Background: an optimization exercise with open tools, aiming at a short achievable clock period. Do not read the settings as production practice. The RTL was checked by simulation tests, not by an equivalence proof against the original design. No driver is modelled on the clock port, so clock power and skew are understated where the tree is cut down; a real chip needs a root buffer or a tree. Power figures rest on the tool's default switching activity, not on a simulated workload.

==> flow/design.v <==
module mc_fifo #(
    parameter int NUM_CHANNELS      = 4,
    parameter int BUFFER_SIZE       = 16,
    parameter int DATA_WIDTH        = 32,
    parameter int ALMOST_FULL_LEVEL = 14,
    localparam int LEVEL_WIDTH      = $clog2(BUFFER_SIZE + 1)
) (
    input  logic                                clock,
    input  logic                                rst_n,
    input  logic [NUM_CHANNELS*DATA_WIDTH-1:0]  data_in,
    input  logic [NUM_CHANNELS-1:0]             data_in_valid,
    output logic [NUM_CHANNELS-1:0]             data_in_full,
    output logic [NUM_CHANNELS-1:0]             data_in_almost_full,
    output logic [NUM_CHANNELS*DATA_WIDTH-1:0]  data_out,
    output logic [NUM_CHANNELS-1:0]             data_out_valid,
    input  logic [NUM_CHANNELS-1:0]             data_out_ack,
    input  logic [NUM_CHANNELS-1:0]             flush,
    output logic [NUM_CHANNELS*LEVEL_WIDTH-1:0] level,
    output logic [NUM_CHANNELS-1:0]             overflow
);
    localparam logic [LEVEL_WIDTH-1:0] LVL_FULL = LEVEL_WIDTH'(BUFFER_SIZE);
    for (genvar c = 0; c < NUM_CHANNELS; c++) begin : g_ch
        logic [BUFFER_SIZE*DATA_WIDTH-1:0] mem;
        logic [DATA_WIDTH-1:0]  din;
        logic [LEVEL_WIDTH-1:0] lvl_q;
        logic [BUFFER_SIZE:0]   oh_q;      
        logic                   full_q;
        logic                   afull_q;
        logic                   valid_q;
        logic                   ovf_q;
        assign din = data_in[c*DATA_WIDTH +: DATA_WIDTH];
        logic [LEVEL_WIDTH-1:0]       nlvl_q;
        logic [LEVEL_WIDTH-1:0]       lvl_cur;
        logic [3:0]                   up_c;     
        logic [3:0]                   dn_c;     
        logic [4*(BUFFER_SIZE+1)-1:0] oh_c;     
        logic [4*LEVEL_WIDTH-1:0]     lvl_c;
        logic [3:0]                   full_c;
        logic [3:0]                   afull_c;
        logic [3:0]                   valid_c;
        logic [1:0]                   op;
        assign op = {data_in_valid[c], data_out_ack[c]};
        assign up_c = {oh_q[0],           ~oh_q[BUFFER_SIZE], 1'b0,     1'b0};
        assign dn_c = {oh_q[BUFFER_SIZE], 1'b0,               ~oh_q[0], 1'b0};
        assign lvl_cur = ~nlvl_q;
        logic [BUFFER_SIZE:0]   oh_up, oh_dn;
        logic [LEVEL_WIDTH-1:0] lv_up, lv_dn, lv_hd;
        logic                   fl_up, fl_hd, af_up, af_dn, af_hd, vl_dn, vl_hd;
        assign oh_up = {oh_q[BUFFER_SIZE-1:0], 1'b0};
        assign oh_dn = {1'b0, oh_q[BUFFER_SIZE:1]};
        always_comb begin
            for (int b = 0; b < LEVEL_WIDTH - 1; b++) begin
                lv_up[b] = 1'b0;
                lv_dn[b] = 1'b0;
                lv_hd[b] = 1'b0;
                for (int i = 0; i <= BUFFER_SIZE; i++)
                    if (i[b]) begin
                        lv_up[b] = lv_up[b] | oh_up[i];
                        lv_dn[b] = lv_dn[b] | oh_dn[i];
                        lv_hd[b] = lv_hd[b] | oh_q[i];
                    end
            end
        end
        assign lv_up[LEVEL_WIDTH-1] = &lvl_cur[LEVEL_WIDTH-2:0];
        assign lv_dn[LEVEL_WIDTH-1] = 1'b0;
        assign lv_hd[LEVEL_WIDTH-1] = lvl_cur[LEVEL_WIDTH-1];
        assign fl_up = oh_up[BUFFER_SIZE];
        assign fl_hd = lvl_cur == LVL_FULL;
        assign af_up = |oh_up[BUFFER_SIZE:ALMOST_FULL_LEVEL];
        assign af_dn = |oh_dn[BUFFER_SIZE:ALMOST_FULL_LEVEL];
        assign af_hd = |oh_q[BUFFER_SIZE:ALMOST_FULL_LEVEL];
        assign vl_dn = ~oh_dn[0];
        assign vl_hd = ~oh_q[0];
        always_comb begin
            for (int k = 0; k < 4; k++) begin
                if (up_c[k]) begin
                    oh_c[k*(BUFFER_SIZE+1) +: BUFFER_SIZE+1] = oh_up;
                    lvl_c[k*LEVEL_WIDTH +: LEVEL_WIDTH]      = lv_up;
                    full_c[k]  = fl_up;
                    afull_c[k] = af_up;
                    valid_c[k] = 1'b1;
                end else if (dn_c[k]) begin
                    oh_c[k*(BUFFER_SIZE+1) +: BUFFER_SIZE+1] = oh_dn;
                    lvl_c[k*LEVEL_WIDTH +: LEVEL_WIDTH]      = lv_dn;
                    full_c[k]  = 1'b0;
                    afull_c[k] = af_dn;
                    valid_c[k] = vl_dn;
                end else begin
                    oh_c[k*(BUFFER_SIZE+1) +: BUFFER_SIZE+1] = oh_q;
                    lvl_c[k*LEVEL_WIDTH +: LEVEL_WIDTH]      = lv_hd;
                    full_c[k]  = fl_hd;
                    afull_c[k] = af_hd;
                    valid_c[k] = vl_hd;
                end
            end
        end
        always_ff @(posedge clock or negedge rst_n) begin
            if (!rst_n) begin
                lvl_q   <= '0;
                nlvl_q  <= '1;
                oh_q    <= {{BUFFER_SIZE{1'b0}}, 1'b1};
                full_q  <= 1'b0;
                afull_q <= 1'b0;
                valid_q <= 1'b0;
                ovf_q   <= 1'b0;
            end else if (flush[c]) begin
                lvl_q   <= '0;
                nlvl_q  <= '1;
                oh_q    <= {{BUFFER_SIZE{1'b0}}, 1'b1};
                full_q  <= 1'b0;
                afull_q <= 1'b0;
                valid_q <= 1'b0;
                ovf_q   <= 1'b0;
            end else begin
                lvl_q   <= lvl_c[op*LEVEL_WIDTH +: LEVEL_WIDTH];
                nlvl_q  <= ~lvl_c[op*LEVEL_WIDTH +: LEVEL_WIDTH];
                oh_q    <= oh_c[op*(BUFFER_SIZE+1) +: BUFFER_SIZE+1];
                full_q  <= full_c[op];
                afull_q <= afull_c[op];
                valid_q <= valid_c[op];
                if (data_in_valid[c] && oh_q[BUFFER_SIZE])
                    ovf_q <= 1'b1;
            end
        end
        logic                   ack_r;
        logic [BUFFER_SIZE-1:1] wr_r;
        logic [DATA_WIDTH-1:0]  din_r;
        logic [DATA_WIDTH-1:0]  ent1;
        always_ff @(posedge clock) begin
            ack_r <= data_out_ack[c];
            for (int i = 1; i < BUFFER_SIZE; i++)
                wr_r[i] <= data_in_valid[c] & (data_out_ack[c] ? oh_q[i+1] : oh_q[i]);
            din_r <= din;
        end
        assign ent1 = wr_r[1] ? din_r
                              : (ack_r ? mem[2*DATA_WIDTH +: DATA_WIDTH] : mem[DATA_WIDTH +: DATA_WIDTH]);
        always_ff @(posedge clock or negedge rst_n) begin
            if (!rst_n)
                mem[0 +: DATA_WIDTH] <= '0;
            else if (flush[c])
                mem[0 +: DATA_WIDTH] <= '0;
            else if (data_out_ack[c])
                mem[0 +: DATA_WIDTH] <= (oh_q[0] | oh_q[1]) ? (data_in_valid[c] ? din : '0) : ent1;
            else if (data_in_valid[c] && oh_q[0])
                mem[0 +: DATA_WIDTH] <= din;
        end
        for (genvar i = 1; i < BUFFER_SIZE; i++) begin : g_ent
            if (i < BUFFER_SIZE - 1) begin : g_mid
                always_ff @(posedge clock) begin
                    if (wr_r[i])
                        mem[i*DATA_WIDTH +: DATA_WIDTH] <= din_r;
                    else if (ack_r)
                        mem[i*DATA_WIDTH +: DATA_WIDTH] <= mem[(i+1)*DATA_WIDTH +: DATA_WIDTH];
                end
            end else begin : g_last
                always_ff @(posedge clock) begin
                    if (wr_r[i])
                        mem[i*DATA_WIDTH +: DATA_WIDTH] <= din_r;
                end
            end
        end
        assign data_out[c*DATA_WIDTH +: DATA_WIDTH]  = mem[0 +: DATA_WIDTH];
        assign level[c*LEVEL_WIDTH +: LEVEL_WIDTH]   = lvl_q;
        assign data_in_full[c]                       = full_q;
        assign data_in_almost_full[c]                = afull_q;
        assign data_out_valid[c]                     = valid_q;
        assign overflow[c]                           = ovf_q;
    end
endmodule
clock: 4.3 ns
lec_check: 0
cap_margin: 20
core_margin: 2
core_utilization: 55
setup_slack_margin: 2.55
slew_margin: 20
standard.sh (not shown) runs the stock make flow with config.mk's settings and CLKGATE_MAP_FILE= SYNTH_SCRIPT=/design/flow/synth_recipe.tcl, a recipe that flattens the netlist after the stock synthesis.
==> flow/flow/run.sh <==
#!/bin/bash
# Standard ORFS layout with three additions:
#  - flow/io.tcl: each channel's ports on one edge of the die, data_in and
#    data_out bits interleaved;
#  - flow/pull_outputs.tcl (before detailed placement): output registers and
#    their port buffers moved next to their pins;
#  - flow/post_cts.tcl (after CTS): the top of the clock tree rebuilt as four
#    inverters fed by the clock port.
# make's output goes to make.log; each ORFS step writes its own log under
# orfs/logs/.
set -euo pipefail
W=$(pwd)
bash standard.sh \
  "IO_CONSTRAINTS=$W/flow/io.tcl" \
  "PLACE_PINS_ARGS=-min_distance 5" \
  "PRE_DETAIL_PLACE_TCL=$W/flow/pull_outputs.tcl" \
  "CTS_ARGS=-sink_clustering_enable -repair_clock_nets -sink_clustering_size 16 -sink_clustering_max_diameter 100" \
  SKIP_CTS_REPAIR_TIMING=1 \
  "POST_CTS_TCL=$W/flow/post_cts.tcl" \
  finish > make.log 2>&1
==> flow/flow/post_cts.tcl <==
# Runs inside ORFS's cts.tcl after clock_tree_synthesis (CTS repair timing is
# skipped there). Replaces the top of the clock tree with four inverters (inv_16) fed by
# the clock port, each driving the leaf buffers of one quadrant (the leaves
# become inverting buffers, so every register sees the true clock), then does
# the timing repair cts.tcl would have done, in two passes.
set NTOP 4
set TOPCELL sky130_fd_sc_hd__inv_16
set LEAFCELL sky130_fd_sc_hd__bufinv_16
source [file join [file dirname [info script]] rework.tcl]
detailed_placement
estimate_parasitics -placement
set_propagated_clock [all_clocks]
report_clock_latency
repair_timing_helper
detailed_placement
estimate_parasitics -placement
report_worst_slack -max
# A second pass often finds more once the first pass's changes are placed.
repair_timing_helper
detailed_placement
check_placement -verbose
estimate_parasitics -placement
report_clock_latency
report_worst_slack -max
==> flow/flow/pull_outputs.tcl <==
# Runs before detailed placement: moves each output port's buffer next to its
# pin, and the register that drives the buffer (with the single-load cells of
# its D-side logic) just inside it, so the register-to-output
# wires are short, and makes each port buffer a buf_6. Detailed placement
# then legalizes the moved cells.
set block [ord::get_db_block]
if {![info exists ::PULL_DEPTH]} { set ::PULL_DEPTH 3 }
if {![info exists ::OUT_BUF]} { set ::OUT_BUF sky130_fd_sc_hd__buf_6 }
set ::OUT_BUF_MASTER [[ord::get_db] findMaster $::OUT_BUF]
set core [$block getCoreArea]
set cx0 [$core xMin]; set cy0 [$core yMin]; set cx1 [$core xMax]; set cy1 [$core yMax]
set die [$block getDieArea]
proc drv_of {net} {
  if {$net == "NULL"} { return "NULL" }
  foreach it [$net getITerms] { if {[$it isOutputSignal]} { return [$it getInst] } }
  return "NULL"
}
proc nloads {net} {
  set n 0
  foreach it [$net getITerms] { if {[$it isInputSignal]} { incr n } }
  return [expr {$n + [llength [$net getBTerms]]}]
}
proc put {inst x y} {
  if {[$inst getPlacementStatus] == "FIRM" || [$inst getPlacementStatus] == "LOCKED"} { return }
  $inst setLocation [expr {int($x)}] [expr {int($y)}]
  $inst setPlacementStatus PLACED
}
set moved 0
foreach bt [$block getBTerms] {
  if {[$bt getIoType] != "OUTPUT"} continue
  set bp [lindex [$bt getBPins] 0]
  set bb [$bp getBBox]
  set px [expr {([$bb xMin] + [$bb xMax]) / 2}]
  set py [expr {([$bb yMin] + [$bb yMax]) / 2}]
  # inward direction and clamp into core
  if {[$bb xMin] <= [$die xMin]} { set dx 1; set dy 0 } elseif {[$bb xMax] >= [$die xMax]} { set dx -1; set dy 0 } elseif {[$bb yMin] <= [$die yMin]} { set dx 0; set dy 1 } else { set dx 0; set dy -1 }
  set bx [expr {min(max($px, $cx0), $cx1 - 10000)}]
  set by [expr {min(max($py, $cy0), $cy1 - 3000)}]
  if {$dx == 1} { set bx $cx0 } elseif {$dx == -1} { set bx [expr {$cx1 - 6000}] }
  if {$dy == 1} { set by $cy0 } elseif {$dy == -1} { set by [expr {$cy1 - 2720}] }
  set buf [drv_of [$bt getNet]]
  if {$buf == "NULL"} continue
  set a [$buf findITerm A]
  if {$a == "NULL"} continue
  set ff [drv_of [$a getNet]]
  if {$ff == "NULL" || ![string match "*df*" [[$ff getMaster] getName]]} continue
  if {[[$buf getMaster] getName] != $::OUT_BUF} { $buf swapMaster $::OUT_BUF_MASTER }
  put $buf $bx $by
  put $ff [expr {$bx + $dx * 8000}] [expr {$by + $dy * 8160}]
  # Bring along the cells of the register's D-side cone that feed only
  # that cone (single-load outputs), up to PULL_DEPTH levels, each level a
  # little further inside.
  set front [list $ff]
  for {set lvl 1} {$lvl <= $::PULL_DEPTH} {incr lvl} {
    set next {}
    foreach cell $front {
      foreach it [$cell getITerms] {
        if {![$it isInputSignal]} continue
        set n [$it getNet]
        if {$n == "NULL" || [$n getSigType] == "CLOCK" || [$n getSigType] == "POWER" || [$n getSigType] == "GROUND"} continue
        set m [drv_of $n]
        if {$m == "NULL" || [nloads $n] != 1} continue
        if {[string match "*df*" [[$m getMaster] getName]]} continue
        put $m [expr {$bx + $dx * (8000 + 6000 * $lvl)}] [expr {$by + $dy * (8160 + 5440 * $lvl)}]
        lappend next $m
      }
    }
    set front $next
  }
  incr moved
}
puts "PULL moved $moved output registers"
Other scripts of this flow, unchanged in this note and not shown: flow/flow/io.tcl, flow/flow/rework.tcl
Then changed:
--- a/flow/flow/run.sh
+++ b/flow/flow/run.sh
@@ -15,5 +15,5 @@
   "PLACE_PINS_ARGS=-min_distance 5" \
   "PRE_DETAIL_PLACE_TCL=$W/flow/pull_outputs.tcl" \
-  "CTS_ARGS=-sink_clustering_enable -repair_clock_nets -sink_clustering_size 16 -sink_clustering_max_diameter 100" \
+  "CTS_ARGS=-sink_clustering_enable -repair_clock_nets -sink_clustering_size 20 -sink_clustering_max_diameter 100" \
   SKIP_CTS_REPAIR_TIMING=1 \
   "POST_CTS_TCL=$W/flow/post_cts.tcl" \
--- a/flow/flow/post_cts.tcl
+++ b/flow/flow/post_cts.tcl
@@ -3,5 +3,5 @@
 # the clock port, each driving the leaf buffers of one quadrant (the leaves
 # become inverting buffers, so every register sees the true clock), then does
-# the timing repair cts.tcl would have done, in two passes.
+# the timing repair cts.tcl would have done.
 set NTOP 4
 set TOPCELL sky130_fd_sc_hd__inv_16
@@ -14,9 +14,4 @@
 repair_timing_helper
 detailed_placement
-estimate_parasitics -placement
-report_worst_slack -max
-# A second pass often finds more once the first pass's changes are placed.
-repair_timing_helper
-detailed_placement
 check_placement -verbose
 estimate_parasitics -placement
SETUP_SLACK_MARGIN = 3.3   (was 2.55)
After rerunning: Wire length increases by 36%; area after synthesis is unchanged; global-route usage increases by 7.2 points; die area stays the same.
Then changed:
--- a/flow/flow/post_cts.tcl
+++ b/flow/flow/post_cts.tcl
@@ -3,5 +3,5 @@
 # the clock port, each driving the leaf buffers of one quadrant (the leaves
 # become inverting buffers, so every register sees the true clock), then does
-# the timing repair cts.tcl would have done.
+# the timing repair cts.tcl would have done, in two passes.
 set NTOP 4
 set TOPCELL sky130_fd_sc_hd__inv_16
@@ -14,4 +14,9 @@
 repair_timing_helper
 detailed_placement
+estimate_parasitics -placement
+report_worst_slack -max
+# A second pass often finds more once the first pass's changes are placed.
+repair_timing_helper
+detailed_placement
 check_placement -verbose
 estimate_parasitics -placement
SETUP_SLACK_MARGIN = 2.55   (was 3.3)
- The new run produced a clean layout
- setup slack gains 0.14 ns
- global-route usage drops by 7.2 points
- cell count drops by roughly a tenth
Then changed:
--- a/flow/flow/post_cts.tcl
+++ b/flow/flow/post_cts.tcl
@@ -3,5 +3,5 @@
 # the clock port, each driving the leaf buffers of one quadrant (the leaves
 # become inverting buffers, so every register sees the true clock), then does
-# the timing repair cts.tcl would have done, in two passes.
+# the timing repair cts.tcl would have done.
 set NTOP 4
 set TOPCELL sky130_fd_sc_hd__inv_16
@@ -14,9 +14,4 @@
 repair_timing_helper
 detailed_placement
-estimate_parasitics -placement
-report_worst_slack -max
-# A second pass often finds more once the first pass's changes are placed.
-repair_timing_helper
-detailed_placement
 check_placement -verbose
 estimate_parasitics -placement
--- a/flow/flow/pull_outputs.tcl
+++ b/flow/flow/pull_outputs.tcl
@@ -2,10 +2,7 @@
 # pin, and the register that drives the buffer (with the single-load cells of
 # its D-side logic) just inside it, so the register-to-output
-# wires are short, and makes each port buffer a buf_6. Detailed placement
-# then legalizes the moved cells.
+# wires are short. Detailed placement then legalizes the moved cells.
 set block [ord::get_db_block]
 if {![info exists ::PULL_DEPTH]} { set ::PULL_DEPTH 3 }
-if {![info exists ::OUT_BUF]} { set ::OUT_BUF sky130_fd_sc_hd__buf_6 }
-set ::OUT_BUF_MASTER [[ord::get_db] findMaster $::OUT_BUF]
 set core [$block getCoreArea]
 set cx0 [$core xMin]; set cy0 [$core yMin]; set cx1 [$core xMax]; set cy1 [$core yMax]
@@ -45,5 +42,4 @@
   set ff [drv_of [$a getNet]]
   if {$ff == "NULL" || ![string match "*df*" [[$ff getMaster] getName]]} continue
-  if {[[$buf getMaster] getName] != $::OUT_BUF} { $buf swapMaster $::OUT_BUF_MASTER }
   put $buf $bx $by
   put $ff [expr {$bx + $dx * 8000}] [expr {$by + $dy * 8160}]
ABC_CLOCK_PERIOD_IN_PS = 600   (was not set)
SETUP_SLACK_MARGIN = 2.8   (was 2.55)
Result: Worst setup slack degrades by 0.052 ns. Die area is unchanged. Global-route usage is higher by 1.3 points. Register-to-register slack is worse by 0.08 ns. Maximum frequency went down by a few percent. Final area rose by a few percent. Synthesized cell count does not change. Via count came out higher by a few percent. Area after synthesis does not change. Critical path depth fell by 3. Sequential share of layout area shrinks by 2.9 points.
Then changed:
--- a/flow/flow/pull_outputs.tcl
+++ b/flow/flow/pull_outputs.tcl
@@ -2,7 +2,10 @@
 # pin, and the register that drives the buffer (with the single-load cells of
 # its D-side logic) just inside it, so the register-to-output
-# wires are short. Detailed placement then legalizes the moved cells.
+# wires are short, and makes each port buffer a buf_6. Detailed placement
+# then legalizes the moved cells.
 set block [ord::get_db_block]
 if {![info exists ::PULL_DEPTH]} { set ::PULL_DEPTH 3 }
+if {![info exists ::OUT_BUF]} { set ::OUT_BUF sky130_fd_sc_hd__buf_6 }
+set ::OUT_BUF_MASTER [[ord::get_db] findMaster $::OUT_BUF]
 set core [$block getCoreArea]
 set cx0 [$core xMin]; set cy0 [$core yMin]; set cx1 [$core xMax]; set cy1 [$core yMax]
@@ -42,4 +45,5 @@
   set ff [drv_of [$a getNet]]
   if {$ff == "NULL" || ![string match "*df*" [[$ff getMaster] getName]]} continue
+  if {[[$buf getMaster] getName] != $::OUT_BUF} { $buf swapMaster $::OUT_BUF_MASTER }
   put $buf $bx $by
   put $ff [expr {$bx + $dx * 8000}] [expr {$by + $dy * 8160}]
ABC_CLOCK_PERIOD_IN_PS = not set   (was 600)
SETUP_SLACK_MARGIN = 2.55   (was 2.8)
Via count is lower by about 3.5%.
Core utilization shrinks by 3.3 points.
Total power falls by about 1.9%.
Sequential cell count does not change.
Then changed:
--- a/flow/flow/pull_outputs.tcl
+++ b/flow/flow/pull_outputs.tcl
@@ -2,10 +2,7 @@
 # pin, and the register that drives the buffer (with the single-load cells of
 # its D-side logic) just inside it, so the register-to-output
-# wires are short, and makes each port buffer a buf_6. Detailed placement
-# then legalizes the moved cells.
+# wires are short. Detailed placement then legalizes the moved cells.
 set block [ord::get_db_block]
 if {![info exists ::PULL_DEPTH]} { set ::PULL_DEPTH 3 }
-if {![info exists ::OUT_BUF]} { set ::OUT_BUF sky130_fd_sc_hd__buf_6 }
-set ::OUT_BUF_MASTER [[ord::get_db] findMaster $::OUT_BUF]
 set core [$block getCoreArea]
 set cx0 [$core xMin]; set cy0 [$core yMin]; set cx1 [$core xMax]; set cy1 [$core yMax]
@@ -45,5 +42,4 @@
   set ff [drv_of [$a getNet]]
   if {$ff == "NULL" || ![string match "*df*" [[$ff getMaster] getName]]} continue
-  if {[[$buf getMaster] getName] != $::OUT_BUF} { $buf swapMaster $::OUT_BUF_MASTER }
   put $buf $bx $by
   put $ff [expr {$bx + $dx * 8000}] [expr {$by + $dy * 8160}]
ABC_CLOCK_PERIOD_IN_PS = 1500   (was not set)
SETUP_SLACK_MARGIN = 2.8   (was 2.55)
The new run completed with no timing, DRC or antenna violations.
Design area rose by 5.3%.
Routed wire length rose by 7.6%.
Via count rose by 3.7%.
Total power rose by 1.9%.
Setup slack degrades by 0.047 ns.
Global-route usage rose by 1.4 points.

-- static timing again, ports no longer ideal --
How much do the figures lean on ideal ports? The routed layouts below were timed once more, with nothing changed but the port constraints. Step 1 sets driving cells, clkbuf_16 on the clock port and buf_2 on the other inputs (assumed; they add their load-dependent delay and slew). Step 2 adds t to the input delays and takes it off the output delays; t is the mean of the earliest and latest rising clock arrival at the registers after step 1. Input paths then give back, and output paths get back, about the clock's delay inside the block. a / b / c = no drivers / after step 1 / after step 2; a / b = the first two.
| run | t, ns | slack for setup (ns) | worst setup path at the end | worst register clock-pin slew, ns | cell pins on the clock port's net |
|---|---|---|---|---|---|
| the first run | 0.704 | 2.468 / 2.180 / 1.993 | input to register | 0.08 / 0.08 | 4 |
| the second run | 0.687 | 2.333 / 2.155 / 1.937 | input to register | 0.10 / 0.10 | 4 |
| the third run | 0.677 | 2.475 / 2.213 / 1.983 | input to register | 0.09 / 0.09 | 4 |
| the fourth run | 0.679 | 2.423 / 2.185 / 1.897 | input to register | 0.10 / 0.10 | 4 |
| the fifth run | 0.678 | 2.470 / 2.211 / 1.977 | input to register | 0.09 / 0.09 | 4 |
| the sixth run | 0.679 | 2.423 / 2.185 / 1.897 | input to register | 0.10 / 0.10 | 4 |
After both steps every run listed still meets setup and hold.
